Background: an optimization exercise with open tools, aiming at small area, a short achievable clock period and few clock cycles. Do not read the settings as production practice.
Function was checked by simulation only, so behaviour that the tests miss may differ from the original.
Power is estimated from default activity; no workload was simulated.

==> design/flow/design.v <==
`timescale 1ns / 1ps
`default_nettype none
package spf_pkg;
   localparam int CAPACITY_DEF = 32;
   typedef enum logic [1:0] {
      FN_INSERT = 2'd0,
      FN_LIST   = 2'd1,
      FN_PREFIX = 2'd2,
      FN_OCTET  = 2'd3
   } func_type;
   typedef enum logic [1:0] {
      ST_MATCH  = 2'd0,
      ST_ACCEPT = 2'd1,
      ST_FULL   = 2'd2,
      ST_NONE   = 2'd3
   } status_type;
   typedef enum logic {
      S_IDLE = 1'b0,
      S_SCAN = 1'b1
   } state_type;
   typedef struct packed {
      func_type    func;
      logic [31:0] address;
      logic [2:0]  prefix_octets;
      logic [7:0]  octet_value;
   } req_type;
   typedef struct packed {
      logic [31:0] address_res;
      status_type  status;
      logic        last;
   } rsp_type;
   typedef struct packed {
      logic        insert;
      logic        rotate;
      logic [31:0] addr;
   } cmd_type;
   function automatic logic [31:0] prefix_mask(input logic [2:0] plen);
      logic [31:0] m;
      case (plen)
         3'd0, 3'd1: m = 32'hFF00_0000;
         3'd2:       m = 32'hFFFF_0000;
         3'd3:       m = 32'hFFFF_FF00;
         default:    m = 32'hFFFF_FFFF;
      endcase
      prefix_mask = m;
   endfunction
   function automatic logic entry_hit(input func_type f, input logic [31:0] e,
                                      input logic [31:0] key, input logic [31:0] mask,
                                      input logic [7:0] oct);
      logic h;
      case (f)
         2'd1:      h = 1'b1;
         2'd2:      h = ((e & mask) == (key & mask));
         2'd3:      h = (e[31:24] == oct) || (e[23:16] == oct) ||
                        (e[15:8] == oct) || (e[7:0] == oct);
         default:   h = 1'b0;
      endcase
      entry_hit = h;
   endfunction
endpackage
`default_nettype wire
`timescale 1ns / 1ps
`default_nettype none
module spf_match (
   input  wire logic [31:0] e,
   input  wire logic [31:0] op,           
   input  wire logic [3:0]  oct_need,     
   input  wire logic        is_octet,     
   input  wire logic        is_list,      
   output logic             ge,
   output logic             hit
);
   logic [31:0] bit_eq, bit_gt;
   logic [3:0]  eq;
   assign bit_eq = ~(e ^ op);
   assign bit_gt = e & ~op;
   always_comb begin
      logic [15:0] g2, e2;
      logic [7:0]  g3, e3;
      logic [3:0]  g4, e4;
      logic [1:0]  g5, e5;
      for (int k = 0; k < 16; k++) begin
         g2[k] = bit_gt[2*k+1] | (bit_eq[2*k+1] & bit_gt[2*k]);
         e2[k] = bit_eq[2*k+1] & bit_eq[2*k];
      end
      for (int k = 0; k < 8; k++) begin
         g3[k] = g2[2*k+1] | (e2[2*k+1] & g2[2*k]);
         e3[k] = e2[2*k+1] & e2[2*k];
      end
      for (int k = 0; k < 4; k++) begin
         g4[k] = g3[2*k+1] | (e3[2*k+1] & g3[2*k]);
         e4[k] = e3[2*k+1] & e3[2*k];
      end
      for (int k = 0; k < 2; k++) begin
         g5[k] = g4[2*k+1] | (e4[2*k+1] & g4[2*k]);
         e5[k] = e4[2*k+1] & e4[2*k];
      end
      eq = e4;
      ge = g5[1] | (e5[1] & (g5[0] | e5[0]));
   end
   assign hit = is_list || (is_octet ? (|eq) : (&(eq | ~oct_need)));
endmodule
module spf_cell (
   input  wire logic        clock,
   input  wire logic        keep,         
   input  wire logic        prev_keep,    
   input  wire logic [31:0] new_entry,
   input  wire logic [31:0] prev_entry,
   input  wire logic [31:0] op,
   input  wire logic [3:0]  oct_need,
   input  wire logic        is_octet,
   input  wire logic        is_list,
   output logic             ge,
   output logic             hit,
   output logic [31:0]      entry
);
   logic [31:0] entry_ff;
   logic        take_new, take_prev;
   assign entry = entry_ff;
   spf_match u_match (
      .e        (entry_ff),
      .op       (op),
      .oct_need (oct_need),
      .is_octet (is_octet),
      .is_list  (is_list),
      .ge       (ge),
      .hit      (hit)
   );
   assign take_new  = !keep && prev_keep;
   assign take_prev = !keep && !prev_keep;
   always_ff @(posedge clock) begin
      entry_ff <= ({32{keep}} & entry_ff) | ({32{take_new}} & new_entry) |
                  ({32{take_prev}} & prev_entry);
   end
endmodule
`default_nettype wire
`timescale 1ns / 1ps
`default_nettype none
module ipv4_sorted_pool_filter #(
   parameter int CAPACITY = spf_pkg::CAPACITY_DEF
) (
   input  wire logic              clock,
   input  wire logic              reset,
   input  wire logic              req_valid,
   output logic                   req_ready,
   input  wire spf_pkg::req_type  req_payload,
   output logic                   rsp_valid,
   input  wire logic              rsp_ready,
   output spf_pkg::rsp_type       rsp_payload
);
   typedef struct packed {
      spf_pkg::func_type func;
      logic [31:0]       op;
      logic [1:0]        plen;     
   } qent_type;
   qent_type            q0_ff, q1_ff, q_in;
   logic                q0_v_ff, q1_v_ff;
   logic                ready_ff;
   logic [CAPACITY-1:0] occ_ff;       
   logic [CAPACITY-1:0] keep_ff;      
   logic [31:0]         new_ff;       
   logic [CAPACITY-1:0] mask_ff;      
   logic                qry_ff;       
   logic                spc_ff;       
   logic [1:0]          spc_st_ff;
   logic                rsp_valid_ff;
   spf_pkg::rsp_type    rsp_ff;
   logic [31:0]         entry_w [CAPACITY];
   logic [CAPACITY-1:0] ge_w, hit_w;         
   logic [CAPACITY-1:0] ge_v, hit_v;         
   logic                ge_n, hit_n;         
   logic                enq, deq, serve_free, out_free, is_ins, do_ins, full, pop;
   logic                is_octet, is_list;
   logic [3:0]          oct_need;
   logic [CAPACITY-1:0] first, mask_rest;
   logic                mask_multi;
   logic [31:0]         sel_entry;
   assign req_ready = ready_ff;
   assign enq       = req_valid && ready_ff;
   always_comb begin
      q_in.func = req_payload.func;
      q_in.op   = (req_payload.func == spf_pkg::FN_OCTET) ? {4{req_payload.octet_value}}
                                                          : req_payload.address;
      case (req_payload.prefix_octets)
         3'd0, 3'd1: q_in.plen = 2'd0;
         3'd2:       q_in.plen = 2'd1;
         3'd3:       q_in.plen = 2'd2;
         default:    q_in.plen = 2'd3;
      endcase
   end
   always_ff @(posedge clock) begin
      if (reset) begin
         q0_v_ff  <= 1'b0;
         q1_v_ff  <= 1'b0;
         ready_ff <= 1'b1;
      end else begin
         q0_v_ff  <= q1_v_ff || enq || (q0_v_ff && !deq);
         q1_v_ff  <= q0_v_ff && (deq ? (q1_v_ff && enq) : (q1_v_ff || enq));
         ready_ff <= !(q0_v_ff && (deq ? (q1_v_ff && enq) : (q1_v_ff || enq)));
      end
   end
   always_ff @(posedge clock) begin
      if (deq || !q0_v_ff)
         q0_ff <= q1_v_ff ? q1_ff : q_in;
      if (enq && q0_v_ff && !(deq && !q1_v_ff))
         q1_ff <= q_in;
   end
   assign full     = occ_ff[CAPACITY-1];
   assign is_ins   = (q0_ff.func == spf_pkg::FN_INSERT);
   assign is_octet = (q0_ff.func == spf_pkg::FN_OCTET);
   assign is_list  = (q0_ff.func == spf_pkg::FN_LIST);
   assign do_ins   = deq && is_ins && !full;
   always_comb begin
      case (q0_ff.plen)
         2'd0:    oct_need = 4'b1000;
         2'd1:    oct_need = 4'b1100;
         2'd2:    oct_need = 4'b1110;
         default: oct_need = 4'b1111;
      endcase
   end
   for (genvar i = 0; i < CAPACITY; i++) begin : g_cell
      spf_cell u_cell (
         .clock      (clock),
         .keep       (keep_ff[i]),
         .prev_keep  ((i == 0) ? 1'b1 : keep_ff[(i == 0) ? 0 : i-1]),
         .new_entry  (new_ff),
         .prev_entry ((i == 0) ? 32'd0 : entry_w[(i == 0) ? 0 : i-1]),
         .op         (q0_ff.op),
         .oct_need   (oct_need),
         .is_octet   (is_octet),
         .is_list    (is_list),
         .ge         (ge_w[i]),
         .hit        (hit_w[i]),
         .entry      (entry_w[i])
      );
   end
   spf_match u_match_new (
      .e        (new_ff),
      .op       (q0_ff.op),
      .oct_need (oct_need),
      .is_octet (is_octet),
      .is_list  (is_list),
      .ge       (ge_n),
      .hit      (hit_n)
   );
   always_comb begin
      for (int i = 0; i < CAPACITY; i++) begin
         if (keep_ff[i]) begin
            ge_v[i]  = ge_w[i];
            hit_v[i] = hit_w[i];
         end else if (i == 0 || keep_ff[(i == 0) ? 0 : i-1]) begin
            ge_v[i]  = ge_n;
            hit_v[i] = hit_n;
         end else begin
            ge_v[i]  = ge_w[(i == 0) ? 0 : i-1];
            hit_v[i] = hit_w[(i == 0) ? 0 : i-1];
         end
      end
   end
   always_ff @(posedge clock) begin
      if (reset) begin
         occ_ff  <= '0;
         keep_ff <= '1;
      end else if (do_ins) begin
         occ_ff  <= {occ_ff[CAPACITY-2:0], 1'b1};
         keep_ff <= occ_ff & ge_v;
      end else begin
         keep_ff <= '1;
      end
   end
   always_ff @(posedge clock) begin
      if (do_ins)
         new_ff <= q0_ff.op;
   end
   always_comb begin
      logic seen;
      seen = 1'b0;
      for (int i = 0; i < CAPACITY; i++) begin
         first[i] = mask_ff[i] && !seen;
         seen     = seen || mask_ff[i];
      end
   end
   assign mask_rest  = mask_ff & ~first;
   assign mask_multi = |mask_rest;
   always_comb begin
      sel_entry = '0;
      for (int i = 0; i < CAPACITY; i++)
         sel_entry = sel_entry | ({32{first[i]}} & entry_w[i]);
   end
   assign out_free   = !rsp_valid_ff || rsp_ready;
   assign serve_free = !(qry_ff || spc_ff) || (out_free && !(qry_ff && mask_multi));
   assign deq        = q0_v_ff && serve_free;
   assign pop        = out_free && (qry_ff || spc_ff);
   assign rsp_valid   = rsp_valid_ff;
   assign rsp_payload = rsp_ff;
   always_ff @(posedge clock) begin
      if (reset) begin
         mask_ff      <= '0;
         qry_ff       <= 1'b0;
         spc_ff       <= 1'b0;
         rsp_valid_ff <= 1'b0;
      end else begin
         if (pop) begin
            if (spc_ff) begin
               spc_ff <= 1'b0;
            end else begin
               mask_ff <= mask_rest;
               if (!mask_multi)
                  qry_ff <= 1'b0;
            end
         end
         if (deq) begin
            if (is_ins) begin
               spc_ff <= 1'b1;
            end else begin
               qry_ff  <= 1'b1;
               mask_ff <= occ_ff & hit_v;
            end
         end
         if (pop)
            rsp_valid_ff <= 1'b1;
         else if (rsp_ready)
            rsp_valid_ff <= 1'b0;
      end
   end
   always_ff @(posedge clock) begin
      if (deq && is_ins)
         spc_st_ff <= full ? spf_pkg::ST_FULL : spf_pkg::ST_ACCEPT;
      if (pop) begin
         if (spc_ff) begin
            rsp_ff.address_res <= 32'd0;
            rsp_ff.status      <= spf_pkg::status_type'(spc_st_ff);
            rsp_ff.last        <= 1'b1;
         end else if (mask_ff == '0) begin
            rsp_ff.address_res <= 32'd0;
            rsp_ff.status      <= spf_pkg::ST_NONE;
            rsp_ff.last        <= 1'b1;
         end else begin
            rsp_ff.address_res <= sel_entry;
            rsp_ff.status      <= spf_pkg::ST_MATCH;
            rsp_ff.last        <= !mask_multi;
         end
      end
   end
endmodule
`default_nettype wire
==> design/flow/run.sh <==
#!/bin/bash
# synth_recipe.tcl (not shown) runs the flow's synth.tcl, then flattens the netlist and writes it again
# the make line also repeats each setting of config.mk as NAME=value (left out here)
make -C /OpenROAD-flow-scripts/flow DESIGN_CONFIG=/design/flow/config.mk WORK_HOME=/design/flow/orfs CLKGATE_MAP_FILE= SYNTH_SCRIPT=/design/flow/synth_recipe.tcl finish
==> design/flow/config.mk <==
export PLATFORM = sky130hd
export DESIGN_NAME = ipv4_sorted_pool_filter
export DESIGN_NICKNAME = ipv4_sorted_pool_filter
export VERILOG_FILES = /design/flow/design.v
export SDC_FILE = /design/flow/constraint.sdc
export NUM_CORES = 4
export LEC_CHECK = 0
export CAP_MARGIN = 20
export CORE_MARGIN = 2
export CORE_UTILIZATION = 55
export SETUP_SLACK_MARGIN = 2.5
export SLEW_MARGIN = 20
==> design/flow/constraint.sdc <==
create_clock -name core_clock -period 5.0 [get_ports {clock}]
set_input_delay 1.0000 -clock core_clock [delete_from_list [all_inputs] [get_ports {clock}]]
set_output_delay 1.0000 -clock core_clock [all_outputs]
set_load 0.01 [all_outputs]
==> results.txt, run 1 <==
YS warnings=4; GRT Total Usage=42.1%; Unique masters post-synth=82; Synth Area in Adders=16.3%; DP Worst Slack=0.684 ns; # DRC=0; Clock Skew=0.0306 ns; Tightest Pin Transition=1.04 ns; Peak Freq=283 MHz; Pwr Density=360 nW/um^2; # port buffers=85; GPL Wtd Cong=1.01; Longest Clk Path Bufs=3; Top FF cell, synth=dfxtp_1; Synth top area share=27.0%; Clk pin slew, worst setup/hold paths=0.06 ns; wire per inst=29.6 um; Synth Area in Compound Gates=20.8%; CP Data Required Time=5.63 ns; first-pass GRT wire length=476000 um; Seq/Total Area, Yosys=33.4%; number of synthesized register bits=1267; Final WS setup=1.46 ns; Syn Inst Count=9104; dominant cells by area after synthesis=dfxtp_1 27%, ha_1 16%, mux2i_1 13%; die span in y=388 um; clock sink count=1267; fin crit share=70.7%; DRT iter0 DRCs=9501; worst rel slew slack=30.7%; max-cap violations=0; Crit. End Element=flip-flop; num rows=140; Syn Area/Cell=8.91 sq um; largest family of logic cells by synthesized area=compound AO/OA/AOI/OAI gates; Crit path buffers/inverters=4; area leader, netlist=dfxtp_1; Die W=388 um; Final Slew Violations=0; initial antenna violation count=11; VDD IR-drop max=0.000350 V; mux share of post-synthesis cell area=13.5%; Simple-Gate Fraction of Synth Area=12.5%; HPWL Detailed=236000 um; Post-synth ARST share=0%; drt pass-1 iters=13; Crit path max-delay family=compound AO/OA/AOI/OAI gates; fin crit period=3.54 ns; CTS root buf=clkbuf_16; fin area=94100 sq um; routed wire length=331000 um; worst-skew pair later-pin latency=0.79 ns; RSZ-0062 raised after global routing=true; IO Count=86; Nets=10300; P_leak=45.9 nW; syn nets=10200; CTS tree=yes; Layout fillers=12200; CP Cell Sequence=clkinvlp_4 -> buf_12 -> buf_4 -> ha_1 -> nand4_1 -> inv_1 -> a21oi_1 -> o211ai_1 -> a221o_1 -> a211o_1 -> o21ai_1 -> o311ai_4; TritonCTS Buffers=150; Final setup viols=0; initial core utilization=55.5%; Final ANT Viol Nets=0; Min Hold Slack=0.448 ns; Setup Crit Path Kind=flip-flop to flip-flop; Die Footprint=151000 sq um; Critical Path AT=4.17 ns; via total after detailed routing=76000; total power=33.9 mW; xor and xnor fraction of the mapped netlist area=0%; Post-synth EDFFs=173; htree depth=4; Mapped Area=81100 sq um; total grt overflow=0; largest net degree at the start of global routing=76; Vias/cell=6.79; slowest library cell on the worst path=a221o_1; final hold violations=0; top post-synthesis cells by count=1344 x nand2_1, 1273 x o21ai_0, 1094 x dfxtp_1; share of cells above drive strength 1=11.9%; CP Launch Type=flip-flop; status=timing/DRC/antenna clean; Sum Neg Setup Slack=0 ns; Area growth syn-to-layout=16.0%; Core Region=146000 sq um; Worst path max stage delay=0.45 ns; vias in the first global route=69600; dominant cell by count in the synthesized netlist=nand2_1; Tightest Hold Check Type=flip-flop to flip-flop; CP max FO=12; dpl cell area=84400 sq um
## metal layers
| metal | global-route usage (%) | vias up | share of wire, % |
|---|---|---|---|
| met3 | 9.71 | 875 | 10 |
| met5 | 0 | - | 0.014 |
| met2 | 61.7 | 4287 | 42 |
| met1 | 56.6 | 36400 | 41 |
| li1 | - | 34400 | - |
| met4 | 23.9 | 8 | 6.8 |
## state kept, by name (all words and copies together) (netlist names), 2 cells and up, named ones only
register,flops
g_cell.u_cell.entry_ff,992
q1_ff,36
new_ff,32
mask_ff,32
occ_ff,32
spc_st_ff,2
keep_ff,32
rsp_ff,35
q0_ff,36
## where the power goes
group	switching (mW)	internal (mW)	leakage [nW]
combinational	4.35	3.32	32.7
clock	4.73	6.81	2.50
sequential	2.64	12.0	10.8
total	11.7	22.2	45.9
## cell usage in the layout, fill, tap and decap left out, types with 36 or more instances in the layout
cell,n
a21oi_1,370
edfxtp_1,173
nand3_1,97
mux2i_1,1048
nor2_1,201
ha_1,1048
a222oi_1,97
mux2_2,42
dfxtp_4,36
a221o_1,44
buf_6,63
inv_1,71
a221oi_1,64
a22o_1,47
a22oi_1,133
o211ai_1,70
nand4_1,219
and3_1,43
clkdlybuf4s50_1,48
nor2b_1,46
nor3_1,49
buf_4,282
dfxtp_1,1052
o21ai_0,1255
nand2_1,1335
a211oi_1,43
buf_12,55
clkbuf_16,158
a21o_1,165
## repair_timing
action,CTS,global route
buffers inserted,154,20
gates resized for setup,477,101
endpoints found under the hold margin,0,0
hold buffers,0,0
pin swaps,104,63
endpoints found under the setup margin,311,252
gates cloned,24,8
## final cells by class
cell class | count | area (sq um) | area share (%)
Timing Repair Buffer | 524 | 5670 | 6.02
Clock buffer | 219 | 4380 | 4.66
Sequential cell | 1267 | 27200 | 29.0
Tap cell | 1917 | 2400 | 2.55
Antenna cell | 1 | 2.50 | 0.00266
Multi-Input combinational cell | 7113 | 53200 | 56.6
Clock inverter | 56 | 703 | 0.747
Inverter | 99 | 470 | 0.500
## per-stage QoR
| step | util [%] | instances |
|---|---|---|
| 6_report | 64.4 | 11200 |
| 5_1_grt | 64.4 | 11200 |
| 4_1_cts | 63.8 | 11200 |
| 3_5_place_dp | 57.8 | 10700 |
| 3_3_place_gp | 57.8 | 10700 |
| 2_1_floorplan | - | 9104 |
## cell families (layout without fill, tap and decap cells)
group	Yosys count	in the layout
AO/OA/AOI/OAI	2708	2708
AND/OR/NAND/NOR	2253	2256
flip-flops	1267	1267
multiplexers	1091	1091
adder cells (fa/ha/maj)	1058	1058
buffers and inverters	727	898
other	0	1
## path summary, 6_finish.rpt
check / from / end / slack, ns / cells after the start
setup / recovery: q0_ff[8] / keep_ff[15] / 1.46 / 12
hold / removal: q0_ff[30] / new_ff[28] / 0.45 / 0
setup reg to reg: q0_ff[8] / keep_ff[15] / 1.46 / 12
hold reg to reg: q0_ff[30] / new_ff[28] / 0.45 / 0
Testbench counts, summed over its fixed seeds: cycles 4,431.
==> run 2: changes to the inputs <==
--- a/design/flow/design.v
+++ b/design/flow/design.v
@@ -67,5 +67,4 @@
    input  wire logic [3:0]  oct_need,     
    input  wire logic        is_octet,     
-   input  wire logic        is_list,      
    output logic             ge,
    output logic             hit
@@ -99,10 +98,11 @@
       ge = g5[1] | (e5[1] & (g5[0] | e5[0]));
    end
-   assign hit = is_list || (is_octet ? (|eq) : (&(eq | ~oct_need)));
+   assign hit = is_octet ? (|eq) : (&(eq | ~oct_need));
 endmodule
 module spf_cell (
    input  wire logic        clock,
    input  wire logic        keep,         
-   input  wire logic        prev_keep,    
+   input  wire logic        take_new,     
+   input  wire logic        take_prev,    
    input  wire logic [31:0] new_entry,
    input  wire logic [31:0] prev_entry,
@@ -110,5 +110,4 @@
    input  wire logic [3:0]  oct_need,
    input  wire logic        is_octet,
-   input  wire logic        is_list,
    output logic             ge,
    output logic             hit,
@@ -116,5 +115,4 @@
 );
    logic [31:0] entry_ff;
-   logic        take_new, take_prev;
    assign entry = entry_ff;
    spf_match u_match (
@@ -123,10 +121,7 @@
       .oct_need (oct_need),
       .is_octet (is_octet),
-      .is_list  (is_list),
       .ge       (ge),
       .hit      (hit)
    );
-   assign take_new  = !keep && prev_keep;
-   assign take_prev = !keep && !prev_keep;
    always_ff @(posedge clock) begin
       entry_ff <= ({32{keep}} & entry_ff) | ({32{take_new}} & new_entry) |
@@ -150,7 +145,8 @@
 );
    typedef struct packed {
-      spf_pkg::func_type func;
+      logic              ins;      
+      logic              octet;    
+      logic [3:0]        need;     
       logic [31:0]       op;
-      logic [1:0]        plen;     
    } qent_type;
    qent_type            q0_ff, q1_ff, q_in;
@@ -159,4 +155,6 @@
    logic [CAPACITY-1:0] occ_ff;       
    logic [CAPACITY-1:0] keep_ff;      
+   logic [CAPACITY-1:0] tnew_ff;      
+   logic [CAPACITY-1:0] tprev_ff;     
    logic [31:0]         new_ff;       
    logic [CAPACITY-1:0] mask_ff;      
@@ -169,7 +167,8 @@
    logic [CAPACITY-1:0] ge_w, hit_w;         
    logic [CAPACITY-1:0] ge_v, hit_v;         
+   logic [CAPACITY-1:0] keep_new;
    logic                ge_n, hit_n;         
    logic                enq, deq, serve_free, out_free, is_ins, do_ins, full, pop;
-   logic                is_octet, is_list;
+   logic                is_octet;
    logic [3:0]          oct_need;
    logic [CAPACITY-1:0] first, mask_rest;
@@ -179,13 +178,15 @@
    assign enq       = req_valid && ready_ff;
    always_comb begin
-      q_in.func = req_payload.func;
-      q_in.op   = (req_payload.func == spf_pkg::FN_OCTET) ? {4{req_payload.octet_value}}
-                                                          : req_payload.address;
+      q_in.ins   = (req_payload.func == spf_pkg::FN_INSERT);
+      q_in.octet = (req_payload.func == spf_pkg::FN_OCTET);
+      q_in.op    = q_in.octet ? {4{req_payload.octet_value}} : req_payload.address;
       case (req_payload.prefix_octets)
-         3'd0, 3'd1: q_in.plen = 2'd0;
-         3'd2:       q_in.plen = 2'd1;
-         3'd3:       q_in.plen = 2'd2;
-         default:    q_in.plen = 2'd3;
+         3'd0, 3'd1: q_in.need = 4'b1000;
+         3'd2:       q_in.need = 4'b1100;
+         3'd3:       q_in.need = 4'b1110;
+         default:    q_in.need = 4'b1111;
       endcase
+      if (req_payload.func != spf_pkg::FN_PREFIX)
+         q_in.need = 4'b0000;
    end
    always_ff @(posedge clock) begin
@@ -207,21 +208,14 @@
    end
    assign full     = occ_ff[CAPACITY-1];
-   assign is_ins   = (q0_ff.func == spf_pkg::FN_INSERT);
-   assign is_octet = (q0_ff.func == spf_pkg::FN_OCTET);
-   assign is_list  = (q0_ff.func == spf_pkg::FN_LIST);
+   assign is_ins   = q0_ff.ins;
+   assign is_octet = q0_ff.octet;
+   assign oct_need = q0_ff.need;
    assign do_ins   = deq && is_ins && !full;
-   always_comb begin
-      case (q0_ff.plen)
-         2'd0:    oct_need = 4'b1000;
-         2'd1:    oct_need = 4'b1100;
-         2'd2:    oct_need = 4'b1110;
-         default: oct_need = 4'b1111;
-      endcase
-   end
    for (genvar i = 0; i < CAPACITY; i++) begin : g_cell
       spf_cell u_cell (
          .clock      (clock),
          .keep       (keep_ff[i]),
-         .prev_keep  ((i == 0) ? 1'b1 : keep_ff[(i == 0) ? 0 : i-1]),
+         .take_new   (tnew_ff[i]),
+         .take_prev  (tprev_ff[i]),
          .new_entry  (new_ff),
          .prev_entry ((i == 0) ? 32'd0 : entry_w[(i == 0) ? 0 : i-1]),
@@ -229,5 +223,4 @@
          .oct_need   (oct_need),
          .is_octet   (is_octet),
-         .is_list    (is_list),
          .ge         (ge_w[i]),
          .hit        (hit_w[i]),
@@ -240,5 +233,4 @@
       .oct_need (oct_need),
       .is_octet (is_octet),
-      .is_list  (is_list),
       .ge       (ge_n),
       .hit      (hit_n)
@@ -258,29 +250,43 @@
       end
    end
+   assign keep_new = occ_ff & ge_v;
    always_ff @(posedge clock) begin
       if (reset) begin
-         occ_ff  <= '0;
-         keep_ff <= '1;
+         occ_ff   <= '0;
+         keep_ff  <= '1;
+         tnew_ff  <= '0;
+         tprev_ff <= '0;
       end else if (do_ins) begin
-         occ_ff  <= {occ_ff[CAPACITY-2:0], 1'b1};
-         keep_ff <= occ_ff & ge_v;
+         occ_ff   <= {occ_ff[CAPACITY-2:0], 1'b1};
+         keep_ff  <= keep_new;
+         tnew_ff  <= ~keep_new & {keep_new[CAPACITY-2:0], 1'b1};
+         tprev_ff <= ~keep_new & ~{keep_new[CAPACITY-2:0], 1'b1};
       end else begin
-         keep_ff <= '1;
+         keep_ff  <= '1;
+         tnew_ff  <= '0;
+         tprev_ff <= '0;
       end
    end
    always_ff @(posedge clock) begin
-      if (do_ins)
-         new_ff <= q0_ff.op;
+      new_ff <= q0_ff.op;
    end
    always_comb begin
-      logic seen;
-      seen = 1'b0;
-      for (int i = 0; i < CAPACITY; i++) begin
-         first[i] = mask_ff[i] && !seen;
-         seen     = seen || mask_ff[i];
+      logic [CAPACITY-1:0] pre;       
+      logic [CAPACITY-1:0] any_l, two_l;
+      pre = mask_ff << 1;
+      for (int d = 1; d < CAPACITY; d = d * 2)
+         pre = pre | (pre << d);
+      first = mask_ff & ~pre;
+      any_l = mask_ff;
+      two_l = '0;
+      for (int w = CAPACITY / 2; w >= 1; w = w / 2) begin
+         for (int k = 0; k < w; k++) begin
+            two_l[k] = two_l[2*k] | two_l[2*k+1] | (any_l[2*k] & any_l[2*k+1]);
+            any_l[k] = any_l[2*k] | any_l[2*k+1];
+         end
       end
+      mask_multi = two_l[0];
    end
    assign mask_rest  = mask_ff & ~first;
-   assign mask_multi = |mask_rest;
    always_comb begin
       sel_entry = '0;
--- a/design/flow/config.mk
+++ b/design/flow/config.mk
@@ -8,5 +8,6 @@
 export CAP_MARGIN = 20
 export CORE_MARGIN = 2
-export CORE_UTILIZATION = 55
-export SETUP_SLACK_MARGIN = 2.5
+export CORE_UTILIZATION = 75
+export PLACE_DENSITY = 0.85
+export SETUP_SLACK_MARGIN = 2.0
 export SLEW_MARGIN = 20
==> run 2 against run 1 <==
  * The flow now stops in global routing (5_1_grt)
  * Synthesized area shrank 3.5%
  * Synthesized cell count shrank 6.6%
==> results.txt, run 2 <==
status=did not finish (was timing/DRC/antenna clean); Halt Stage=global routing (5_1_grt); First Err=[ERROR GRT-0116] Global routing finished with congestion. Check the congestion regions in the DRC Viewer.; # port buffers=85 (unchanged); CTS root buf=clkbuf_16 (unchanged); Unique masters post-synth=79 (was 82); clock sink count=1334 (was 1267); num rows=118 (was 140); GPL Wtd Cong=1.22 (was 1.01); largest net degree at the start of global routing=70; htree depth=4 (unchanged); vias in the first global route=92500; initial core utilization=75.6% (was 55.5%); Syn Inst Count=8502 (was 9104); Die W=327 um (was 388 um); first-pass GRT wire length=663000 um; Longest Clk Path Bufs=3 (unchanged); number of synthesized register bits=1334 (was 1267); GRT Total Usage=83.4%; Seq/Total Area, Yosys=35.6% (was 33.4%); Top FF cell, synth=dfxtp_1 (unchanged); HPWL Detailed=272000 um (was 236000 um); TritonCTS Buffers=144 (was 150); syn nets=9607 (was 10200); dominant cell by count in the synthesized netlist=dfxtp_1 (was nand2_1); total grt overflow=361; DP Worst Slack=0.672 ns (was 0.684 ns); dpl cell area=81100 sq um (was 84400 sq um); dominant cells by area after synthesis=dfxtp_1 31%, ha_1 17%, a222oi_1 13% (was dfxtp_1 27%, ha_1 16%, mux2i_1 13%); top post-synthesis cells by count=1221 x dfxtp_1, 1096 x inv_1, 1056 x ha_1 (was 1344 x nand2_1, 1273 x o21ai_0, 1094 x dfxtp_1); YS warnings=4 (unchanged); Mapped Area=78200 sq um (was 81100 sq um); die span in y=327 um (was 388 um); Synth top area share=31.3% (was 27.0%); Post-synth EDFFs=113 (was 173); IO Count=86 (unchanged); area leader, netlist=dfxtp_1 (unchanged); Post-synth ARST share=0% (unchanged); cts hold-fix bufs=0 (unchanged); Syn Area/Cell=9.20 sq um (was 8.91 sq um)
run 2: cell types whose count changed after synthesis, moves of 57 or more:
cell	previous run	this run
mux2i_1	1048	31
a222oi_1	97	1046
nand2_1	1344	508
a21o_1	165	85
edfxtp_1	173	113
nor2_1	214	151
nand3_1	109	166
inv_1	98	1096
dfxtp_1	1094	1221
o21ai_0	1273	359
run 2: through the flow:
stage               cells  hold WS, ns
CTS                 10000        0.414
detailed placement   9633        0.375
global placement     9632        0.370
floorplan            8502        0.348
run 2: what timing repair did:
action | 4_1_cts
setup buffers | 131
resized for setup | 477
gates cloned | 19
pin swaps | 137
endpoints found under the setup margin | 260
hold endpoints to repair | 0
run 2: metal layers:
layer / track usage (%) / GRT overflow
met5: 42.2 / 0
met4: 79.7 / 139
met3: 71.0 / 5
met2: 95.7 / 209
met1: 86.1 / 8
run 2: cell families after synthesis:
family,synth area share [%]
and+or+nand+nor,10.2
adders and majority gates,16.9
buffers and inverters,8.31
AOI/OAI and AO/OA,28.0
DFF,35.6
muxes,0.944
run 2: power groups by stage:
stage                     registers (mW)  logic (mW)  clock network, mW
after global placement              11.6        2.78                  0
after floorplan                     11.4        1.68                  0
after detailed placement            11.6        2.95                  0
after CTS                           11.4        3.38               11.1
run 2: how the worst max path moves through the flow:
stage	from	slack, ns	to	depth (start not counted)
after floorplan	rsp_ready	1.98	q1_ff[0]	7
after global placement	q0_ff[0]	0.74	keep_ff[6]	10
after detailed placement	q0_ff[0]	0.67	keep_ff[23]	10
after CTS	mask_ff[0]	1.82	rsp_ff[27]	8
Testbench counts of run 2, summed over its fixed seeds: cycles 4,431.

## re-timing with driven ports
Ports are ideal in the flow. The routed layout listed here was re-timed in OpenROAD.
Step 1 sets driving cells, clkbuf_16 on the clock port and buf_2 on the other inputs (assumed; they add their load-dependent delay and slew).
Step 2, shift: input delay + t, output delay - t, t = (earliest + latest rising clock arrival at the registers) / 2. This alone moves slack from input paths to output paths.
Slacks: no drivers / after step 1 / after step 2; pairs: no drivers / after step 1.
run: run 1
shift t [ns]: 0.875
setup WS [ns]: 1.464 / 1.464 / 1.151
hold WS [ns]: 0.448 / 0.448 / 0.448
worst setup path at the end: input to register
worst register clock-pin slew, ns: 0.06 / 0.06
After both steps run 1 still meets setup and hold. For run 1, drivers alone change the setup slack by 0.000 ns; drivers and shift together by -0.313 ns.
